Source: an optimization exercise on an open RTL-to-GDS flow (aim: small area, a short achievable clock period and few clock cycles per item). Production flows keep margins and buffers that such runs may drop. Function was checked by simulation only, so behaviour that the tests miss may differ from the original.

==> inputs of build 24 <==
// sensor_thp_compensation_top
module sensor_thp_compensation_top (
	input  logic                          clk,
	input  logic                          arst_n,
	input  logic                          s_tvalid,
	output logic                          s_tready,
	input  logic [23:0]                   s_tdata,   
	input  logic [sthp_pkg::CmdW-1:0]     s_tuser,   
	output logic                          m_tvalid,
	input  logic                          m_tready,
	output logic [23:0]                   m_tdata,   
	input  logic                          cfg_valid,
	output logic                          cfg_ready,
	input  logic [sthp_pkg::CfgIdxW-1:0]  cfg_index,
	input  logic [sthp_pkg::CfgDataW-1:0] cfg_data
);
export LEC_CHECK = 0
export ABC_AREA = 1
export CAP_MARGIN = 40
export CORE_MARGIN = 2
export CORE_UTILIZATION = 55
export PLACE_DENSITY = 0.65
export SLEW_MARGIN = 40
create_clock -name core_clock -period 20.0 [get_ports {clk}]
run.sh (not shown) runs the stock make flow with config.mk's settings and CLKGATE_MAP_FILE= SYNTH_SCRIPT=/design/flow/synth_recipe.tcl, a recipe that flattens the netlist after the stock synthesis.
==> inputs of build 26, as changes to build 24 <==
--- a/flow/design.v
+++ b/flow/design.v
@@ -162,14 +162,14 @@
 	input  logic                          cfg_valid,
 	output logic                          cfg_ready,
 	input  logic [sthp_pkg::CfgIdxW-1:0]  cfg_index,
 	input  logic [sthp_pkg::CfgDataW-1:0] cfg_data
 );
-	localparam int DIVK  = 11;             
+	localparam int DIVK  = 16;             
 	localparam int DS    = 7;              
 	localparam int NST   = DS + DIVK + 3;  
-	localparam int CAP   = NST + 2;        
+	localparam int CAP   = NST + 3;        
 	localparam int PW    = 5;               
 	function automatic logic signed [31:0] sdiv(input logic signed [31:0] x,
 		input int unsigned k);
 		logic signed [31:0] bias;
 		bias = x[31] ? ((32'sd1 <<< k) - 32'sd1) : 32'sd0;
@@ -285,21 +285,22 @@
 	logic [31:0]        s3_a, s3_c;        
 	logic [31:0]        s4_a, s4_b, s4_d;  
 	logic [17:0]        s4_r;              
 	logic [21:0]        s5_x;              
 	logic [31:0]        s6_m;              
+	logic               s6_s;              
 	logic [21:0]        s6_x;              
 	logic [8:0]         s6_eo, s6_et, s6_en;  
 	logic [31:0]        s7_nq;             
 	logic signed [16:0] s7_den;            
 	logic               s7_hi;
 	logic [31:0]        dv_nq  [DIVK+1];   
 	logic               dv_hi  [DIVK+1];
 	logic               dv_neg [DIVK+1];   
 	logic               dv_zero[DIVK+1];   
 	logic               dv_qn  [DIVK+1];
-	logic [31:0]        e1_m, e1_x;        
+	logic [31:0]        e1_x;              
 	logic               e1_zero;
 	logic [31:0]        e2_a, e2_b, e2_x;
 	logic               e2_zero;
 	logic               hold_v;            
 	logic [1:0]         hold_cmd;
@@ -510,11 +511,11 @@
 		hb7   = hbx[17:0];
 	end
 	logic [8:0] e5_o, e5_t, e5_n;
 	sthp_benc #(.NB(17)) u_ee (.b(s5_x[16:0]), .one(e5_o), .two(e5_t), .neg(e5_n));
 	sthp_mulp #(.NA(18), .ND(9)) u_m7 (.a(hb7), .one(s6_eo), .two(s6_et), .neg(s6_en), .c('0),
-		.d(sneg(s6_m, 14) != 0 ? he32 : '0), .e('0), .f('0), .y(m7));
+		.d(s6_s ? he32 : '0), .e('0), .f('0), .y(m7));
 	localparam int DIVU = (DIVK + 1) / 2;
 	logic [15:0] lrem_q [DIVU];
 	logic [31:0] lnq_q  [DIVU];
 	logic [15:0] lden_q [DIVU];
 	logic [15:0] lrem_n [DIVU];
@@ -582,41 +583,36 @@
 	always_ff @(posedge clk) begin
 		xe1_q <= islast ? {1'b0, p_2v[31:3]} : hsx[29:0];
 		hss_q <= !islast && hss;
 	end
 	sthp_sqr #(.N(30)) u_me1 (.x(xe1_q), .c(ce1), .y(me1));
-	logic signed [24:0] xe2b;
-	logic signed [15:0] ye2b;
+	logic signed [24:0] xe2b_q;
+	logic               hs7_q;
+	logic [7:0]         ye2b_o, ye2b_t, ye2b_n;
 	logic [31:0]        me2a, me2b, de2b;
 	logic signed [30:0] pe2;
-	logic signed [31:0] hd2, pc2, e1mx;
+	logic signed [31:0] me1x, hd1;
 	always_comb begin
 		pe2  = {1'b0, e1_x[31:2]};
-		pc2  = {13'd0, e1_m[31:13]};
-		e1mx = e1_m;
-		hd2  = e1mx >>> 7;
-		if (cmd_q[DS+DIVK+1] == CMD_PRESS) begin
-			xe2b = pc2[24:0];
-			ye2b = p9;
-			de2b = '0;
-		end else begin
-			xe2b = hd2[24:0];
-			ye2b = {8'd0, h1};
-			de2b = sneg(e1mx, 7) != 0 ? {24'd0, h1} : '0;
-		end
+		me1x = me1;
+		hd1  = me1x >>> 7;
+		de2b = hs7_q ? {24'd0, h1} : '0;
 	end
-	logic [7:0] ye2b_o, ye2b_t, ye2b_n;    
 	always_ff @(posedge clk) begin
 		if (cmd_q[DS+DIVK] == CMD_PRESS) begin
+			xe2b_q <= {6'd0, me1[31:13]};
+			hs7_q  <= 1'b0;
 			ye2b_o <= p9_o; ye2b_t <= p9_t; ye2b_n <= p9_n;
 		end else begin
+			xe2b_q <= hd1[24:0];
+			hs7_q  <= sneg(me1x, 7) != 0;
 			ye2b_o <= h1_o; ye2b_t <= h1_t; ye2b_n <= h1_n;
 		end
 	end
 	sthp_mulp #(.NA(31), .ND(8)) u_me2a (.a(pe2),  .one(p8_oq),  .two(p8_tq),  .neg(p8_n),
 		.c('0), .d('0),  .e('0), .f('0), .y(me2a));
-	sthp_mulp #(.NA(25), .ND(8)) u_me2b (.a(xe2b), .one(ye2b_o), .two(ye2b_t), .neg(ye2b_n),
+	sthp_mulp #(.NA(25), .ND(8)) u_me2b (.a(xe2b_q), .one(ye2b_o), .two(ye2b_t), .neg(ye2b_n),
 		.c('0), .d(de2b), .e('0), .f('0), .y(me2b));
 	logic signed [31:0] p_s3, hum, p7_32, e2ax, e2bx, e2xx;
 	logic [31:0]        p_sum;
 	logic [17:0]        res;
 	always_comb begin
@@ -668,10 +664,11 @@
 		s4_d <= (cmd_q[3] == CMD_PRESS) ? s3_c : s3_a;
 		s4_r <= t_res;
 		s5_x  <= (cmd_q[4] == CMD_PRESS) ? p_p0[21:0] :
 		         (cmd_q[4] == CMD_HUMID) ? h_e[21:0] : {4'd0, s4_r};
 		s6_m <= m6;
+		s6_s <= sneg(m6, 14) != 0;
 		s6_x <= s5_x;
 		s6_eo <= e5_o;
 		s6_et <= e5_t;
 		s6_en <= e5_n;
 		s7_nq  <= (cmd_q[6] == CMD_PRESS) ? p_num :
@@ -686,40 +683,44 @@
 			dv_hi[i+1]   <= dv_hi[i];
 			dv_neg[i+1]  <= dv_neg[i];
 			dv_zero[i+1] <= dv_zero[i];
 			dv_qn[i+1]   <= dv_qn[i];
 		end
-		e1_m    <= me1;
 		e1_x    <= dv_nq[DIVK];
 		e1_zero <= dv_zero[DIVK];
 		e2_a    <= me2a;
 		e2_b    <= me2b;
 		e2_x    <= e1_x;
 		e2_zero <= e1_zero;
 		for (int i = 0; i < NST; i++)
 			cmd_q[i] <= (i == 0) ? in_cmd : cmd_q[i-1];
 	end
-	logic [OutW-1:0] fifo_q [CAP];
+	logic [CAP*OutW-1:0] fifo_q;           
+	logic [OutW-1:0] res_q;                
+	logic            wr_q;
 	logic [PW-1:0]   wp_q, rp_q;
 	logic [PW:0]     fcnt_q;
 	logic            m_tvalid_q;
 	logic            wr;
 	logic [PW:0]     fcnt_n, cnt_n;
 	logic [PW-1:0]   rp_n;
 	logic [OutW-1:0] out_q;                
-	assign wr     = v_q[NST-1];
+	assign wr     = wr_q;
 	assign fcnt_n = fcnt_q + (wr ? 1 : 0) - (del ? 1 : 0);
 	assign cnt_n  = cnt_q + (acc ? 1 : 0) - (del ? 1 : 0);
 	assign rp_n   = !del ? rp_q : (rp_q == PW'(CAP - 1)) ? '0 : rp_q + 1'b1;
 	always_ff @(posedge clk) begin
-		if (wr)
-			fifo_q[wp_q] <= res;
-		out_q <= (wr && wp_q == rp_n) ? res : fifo_q[rp_n];
+		res_q <= res;
+		for (int i = 0; i < CAP; i++)
+			if (wr && wp_q == PW'(i))
+				fifo_q[i*OutW +: OutW] <= res_q;
+		out_q <= (wr && wp_q == rp_n) ? res_q : fifo_q[rp_n*OutW +: OutW];
 	end
 	always_ff @(posedge clk or negedge arst_n) begin
 		if (!arst_n) begin
 			v_q        <= '0;
+			wr_q       <= 1'b0;
 			hold_v     <= 1'b0;
 			hold_cmd   <= '0;
 			hold_raw   <= '0;
 			pa_q       <= -21'sd64000;
 			pqx_q      <= -19'sd16000;
@@ -731,10 +732,11 @@
 			wp_q       <= '0;
 			rp_q       <= '0;
 			m_tvalid_q <= 1'b0;
 		end else begin
 			v_q <= {v_q[NST-2:0], issue};
+			wr_q <= v_q[NST-1];
 			hold_v <= cand && clash;
 			if (!hold_v) begin
 				hold_cmd <= s_tuser;
 				hold_raw <= s_tdata[RawW-1:0];
 			end
Settings changed: CORE_UTILIZATION 55 to 45, PLACE_DENSITY 0.65 to 0.55.
==> inputs of build 90, as changes to build 24 <==
--- a/flow/design.v
+++ b/flow/design.v
@@ -162,14 +162,14 @@
 	input  logic                          cfg_valid,
 	output logic                          cfg_ready,
 	input  logic [sthp_pkg::CfgIdxW-1:0]  cfg_index,
 	input  logic [sthp_pkg::CfgDataW-1:0] cfg_data
 );
-	localparam int DIVK  = 11;             
+	localparam int DIVK  = 16;             
 	localparam int DS    = 7;              
 	localparam int NST   = DS + DIVK + 3;  
-	localparam int CAP   = NST + 2;        
+	localparam int CAP   = NST + 3;        
 	localparam int PW    = 5;               
 	function automatic logic signed [31:0] sdiv(input logic signed [31:0] x,
 		input int unsigned k);
 		logic signed [31:0] bias;
 		bias = x[31] ? ((32'sd1 <<< k) - 32'sd1) : 32'sd0;
@@ -285,21 +285,22 @@
 	logic [31:0]        s3_a, s3_c;        
 	logic [31:0]        s4_a, s4_b, s4_d;  
 	logic [17:0]        s4_r;              
 	logic [21:0]        s5_x;              
 	logic [31:0]        s6_m;              
+	logic               s6_s;              
 	logic [21:0]        s6_x;              
 	logic [8:0]         s6_eo, s6_et, s6_en;  
 	logic [31:0]        s7_nq;             
 	logic signed [16:0] s7_den;            
 	logic               s7_hi;
 	logic [31:0]        dv_nq  [DIVK+1];   
 	logic               dv_hi  [DIVK+1];
 	logic               dv_neg [DIVK+1];   
 	logic               dv_zero[DIVK+1];   
 	logic               dv_qn  [DIVK+1];
-	logic [31:0]        e1_m, e1_x;        
+	logic [31:0]        e1_x;              
 	logic               e1_zero;
 	logic [31:0]        e2_a, e2_b, e2_x;
 	logic               e2_zero;
 	logic               hold_v;            
 	logic [1:0]         hold_cmd;
@@ -510,11 +511,11 @@
 		hb7   = hbx[17:0];
 	end
 	logic [8:0] e5_o, e5_t, e5_n;
 	sthp_benc #(.NB(17)) u_ee (.b(s5_x[16:0]), .one(e5_o), .two(e5_t), .neg(e5_n));
 	sthp_mulp #(.NA(18), .ND(9)) u_m7 (.a(hb7), .one(s6_eo), .two(s6_et), .neg(s6_en), .c('0),
-		.d(sneg(s6_m, 14) != 0 ? he32 : '0), .e('0), .f('0), .y(m7));
+		.d(s6_s ? he32 : '0), .e('0), .f('0), .y(m7));
 	localparam int DIVU = (DIVK + 1) / 2;
 	logic [15:0] lrem_q [DIVU];
 	logic [31:0] lnq_q  [DIVU];
 	logic [15:0] lden_q [DIVU];
 	logic [15:0] lrem_n [DIVU];
@@ -582,41 +583,36 @@
 	always_ff @(posedge clk) begin
 		xe1_q <= islast ? {1'b0, p_2v[31:3]} : hsx[29:0];
 		hss_q <= !islast && hss;
 	end
 	sthp_sqr #(.N(30)) u_me1 (.x(xe1_q), .c(ce1), .y(me1));
-	logic signed [24:0] xe2b;
-	logic signed [15:0] ye2b;
+	logic signed [24:0] xe2b_q;
+	logic               hs7_q;
+	logic [7:0]         ye2b_o, ye2b_t, ye2b_n;
 	logic [31:0]        me2a, me2b, de2b;
 	logic signed [30:0] pe2;
-	logic signed [31:0] hd2, pc2, e1mx;
+	logic signed [31:0] me1x, hd1;
 	always_comb begin
 		pe2  = {1'b0, e1_x[31:2]};
-		pc2  = {13'd0, e1_m[31:13]};
-		e1mx = e1_m;
-		hd2  = e1mx >>> 7;
-		if (cmd_q[DS+DIVK+1] == CMD_PRESS) begin
-			xe2b = pc2[24:0];
-			ye2b = p9;
-			de2b = '0;
-		end else begin
-			xe2b = hd2[24:0];
-			ye2b = {8'd0, h1};
-			de2b = sneg(e1mx, 7) != 0 ? {24'd0, h1} : '0;
-		end
+		me1x = me1;
+		hd1  = me1x >>> 7;
+		de2b = hs7_q ? {24'd0, h1} : '0;
 	end
-	logic [7:0] ye2b_o, ye2b_t, ye2b_n;    
 	always_ff @(posedge clk) begin
 		if (cmd_q[DS+DIVK] == CMD_PRESS) begin
+			xe2b_q <= {6'd0, me1[31:13]};
+			hs7_q  <= 1'b0;
 			ye2b_o <= p9_o; ye2b_t <= p9_t; ye2b_n <= p9_n;
 		end else begin
+			xe2b_q <= hd1[24:0];
+			hs7_q  <= sneg(me1x, 7) != 0;
 			ye2b_o <= h1_o; ye2b_t <= h1_t; ye2b_n <= h1_n;
 		end
 	end
 	sthp_mulp #(.NA(31), .ND(8)) u_me2a (.a(pe2),  .one(p8_oq),  .two(p8_tq),  .neg(p8_n),
 		.c('0), .d('0),  .e('0), .f('0), .y(me2a));
-	sthp_mulp #(.NA(25), .ND(8)) u_me2b (.a(xe2b), .one(ye2b_o), .two(ye2b_t), .neg(ye2b_n),
+	sthp_mulp #(.NA(25), .ND(8)) u_me2b (.a(xe2b_q), .one(ye2b_o), .two(ye2b_t), .neg(ye2b_n),
 		.c('0), .d(de2b), .e('0), .f('0), .y(me2b));
 	logic signed [31:0] p_s3, hum, p7_32, e2ax, e2bx, e2xx;
 	logic [31:0]        p_sum;
 	logic [17:0]        res;
 	always_comb begin
@@ -668,10 +664,11 @@
 		s4_d <= (cmd_q[3] == CMD_PRESS) ? s3_c : s3_a;
 		s4_r <= t_res;
 		s5_x  <= (cmd_q[4] == CMD_PRESS) ? p_p0[21:0] :
 		         (cmd_q[4] == CMD_HUMID) ? h_e[21:0] : {4'd0, s4_r};
 		s6_m <= m6;
+		s6_s <= sneg(m6, 14) != 0;
 		s6_x <= s5_x;
 		s6_eo <= e5_o;
 		s6_et <= e5_t;
 		s6_en <= e5_n;
 		s7_nq  <= (cmd_q[6] == CMD_PRESS) ? p_num :
@@ -686,40 +683,44 @@
 			dv_hi[i+1]   <= dv_hi[i];
 			dv_neg[i+1]  <= dv_neg[i];
 			dv_zero[i+1] <= dv_zero[i];
 			dv_qn[i+1]   <= dv_qn[i];
 		end
-		e1_m    <= me1;
 		e1_x    <= dv_nq[DIVK];
 		e1_zero <= dv_zero[DIVK];
 		e2_a    <= me2a;
 		e2_b    <= me2b;
 		e2_x    <= e1_x;
 		e2_zero <= e1_zero;
 		for (int i = 0; i < NST; i++)
 			cmd_q[i] <= (i == 0) ? in_cmd : cmd_q[i-1];
 	end
-	logic [OutW-1:0] fifo_q [CAP];
+	logic [CAP*OutW-1:0] fifo_q;           
+	logic [OutW-1:0] res_q;                
+	logic            wr_q;
 	logic [PW-1:0]   wp_q, rp_q;
 	logic [PW:0]     fcnt_q;
 	logic            m_tvalid_q;
 	logic            wr;
 	logic [PW:0]     fcnt_n, cnt_n;
 	logic [PW-1:0]   rp_n;
 	logic [OutW-1:0] out_q;                
-	assign wr     = v_q[NST-1];
+	assign wr     = wr_q;
 	assign fcnt_n = fcnt_q + (wr ? 1 : 0) - (del ? 1 : 0);
 	assign cnt_n  = cnt_q + (acc ? 1 : 0) - (del ? 1 : 0);
 	assign rp_n   = !del ? rp_q : (rp_q == PW'(CAP - 1)) ? '0 : rp_q + 1'b1;
 	always_ff @(posedge clk) begin
-		if (wr)
-			fifo_q[wp_q] <= res;
-		out_q <= (wr && wp_q == rp_n) ? res : fifo_q[rp_n];
+		res_q <= res;
+		for (int i = 0; i < CAP; i++)
+			if (wr && wp_q == PW'(i))
+				fifo_q[i*OutW +: OutW] <= res_q;
+		out_q <= (wr && wp_q == rp_n) ? res_q : fifo_q[rp_n*OutW +: OutW];
 	end
 	always_ff @(posedge clk or negedge arst_n) begin
 		if (!arst_n) begin
 			v_q        <= '0;
+			wr_q       <= 1'b0;
 			hold_v     <= 1'b0;
 			hold_cmd   <= '0;
 			hold_raw   <= '0;
 			pa_q       <= -21'sd64000;
 			pqx_q      <= -19'sd16000;
@@ -731,10 +732,11 @@
 			wp_q       <= '0;
 			rp_q       <= '0;
 			m_tvalid_q <= 1'b0;
 		end else begin
 			v_q <= {v_q[NST-2:0], issue};
+			wr_q <= v_q[NST-1];
 			hold_v <= cand && clash;
 			if (!hold_v) begin
 				hold_cmd <= s_tuser;
 				hold_raw <= s_tdata[RawW-1:0];
 			end
Settings changed: CAP_MARGIN 40 to 60, CORE_UTILIZATION 55 to 45, CTS_CLUSTER_SIZE set to 30, PLACE_DENSITY 0.65 to 0.55, SLEW_MARGIN 40 to 70.
==> summary of the runs <==
Setup slack: build 90 > build 26 > build 24.
Between build 26 and build 90, the lower core utilization is in build 26 (gap 0.64 points).
Against build 26, the first-iteration DRC count of build 24 is larger by about 8%.
Clock-buffer cell count: build 24 is lower than build 90 (105).
Cell area: build 90 > build 26 > build 24.
==> figures <==
item	build 26	build 24	build 90
Result of the run	complete, no violations	complete, no violations	complete, no violations
Total Nets Final	31540	30280	31610
Number of detailed-route iterations in the first pass	9	8	7
Multiplexer area fraction after synthesis	0.1683%	0.2082%	0.1683%
Hold Worst Slack	0.2861 ns	0.2837 ns	0.2296 ns
Site Rows	267	235	267
Final-layout non-clock buffer area share	1.430%	1.419%	1.886%
Multi-input combinational cell area	145500 um2	142600 um2	147000 um2
Reg-to-Reg Start	o3_ao[6]	lden_q[1][0]	e2_b[5]
Source of the worst hold timing path	dv_nq[6][3]	raw1[18]	dv_nq[6][3]
Met1 capacity usage during global routing	36.85%	44.72%	37.21%
CP Depth	26	43	34
Average cell area after synthesis	8.475 um2	8.353 um2	8.475 um2
Antenna violations before repair	66	66	68
Testbench counts of build 24, summed over its fixed seeds: cycles 3,392, items 3,200.
Testbench counts of build 26, summed over its fixed seeds: cycles 3,440, items 3,200.
Testbench counts of build 90, summed over its fixed seeds: cycles 3,440, items 3,200.

-- afterwards: timing with drivers on the ports --
No port has a modelled driver above. Below, the same layouts with a new extraction and two added sets of constraints.
Step 1 (the two cells are an assumption about what drives the block):
set clk [get_ports {clk}]
set_driving_cell -lib_cell sky130_fd_sc_hd__clkbuf_16 $clk
set_driving_cell -lib_cell sky130_fd_sc_hd__buf_2 [delete_from_list [all_inputs] $clk]
Step 2 times the ports against the registers' clock, not the clock port: input delays grow and output delays shrink by t, the midpoint of the rising clock arrivals with the driver on.
Three values: ideal, step 1, step 2; two values: the first two.
run | t, ns | slack for setup (ns) | worst setup path after step 2 | worst register clock-pin slew, ns | worst data-port slew with drivers (ns)
build 24 | 1.020 | 11.160 / 11.104 / 11.160 | register to register | 0.07 / 0.07 | 0.22
build 26 | 1.071 | 11.593 / 11.593 / 11.164 | input to register | 0.07 / 0.07 | 0.12
build 90 | 1.109 | 12.218 / 12.218 / 11.827 | input to register | 0.07 / 0.07 | 0.12
After both steps setup and hold are still met in every run listed. The setup slack of build 26, which loses most, moves by 0.000 ns with the drivers and by -0.429 ns with both steps.
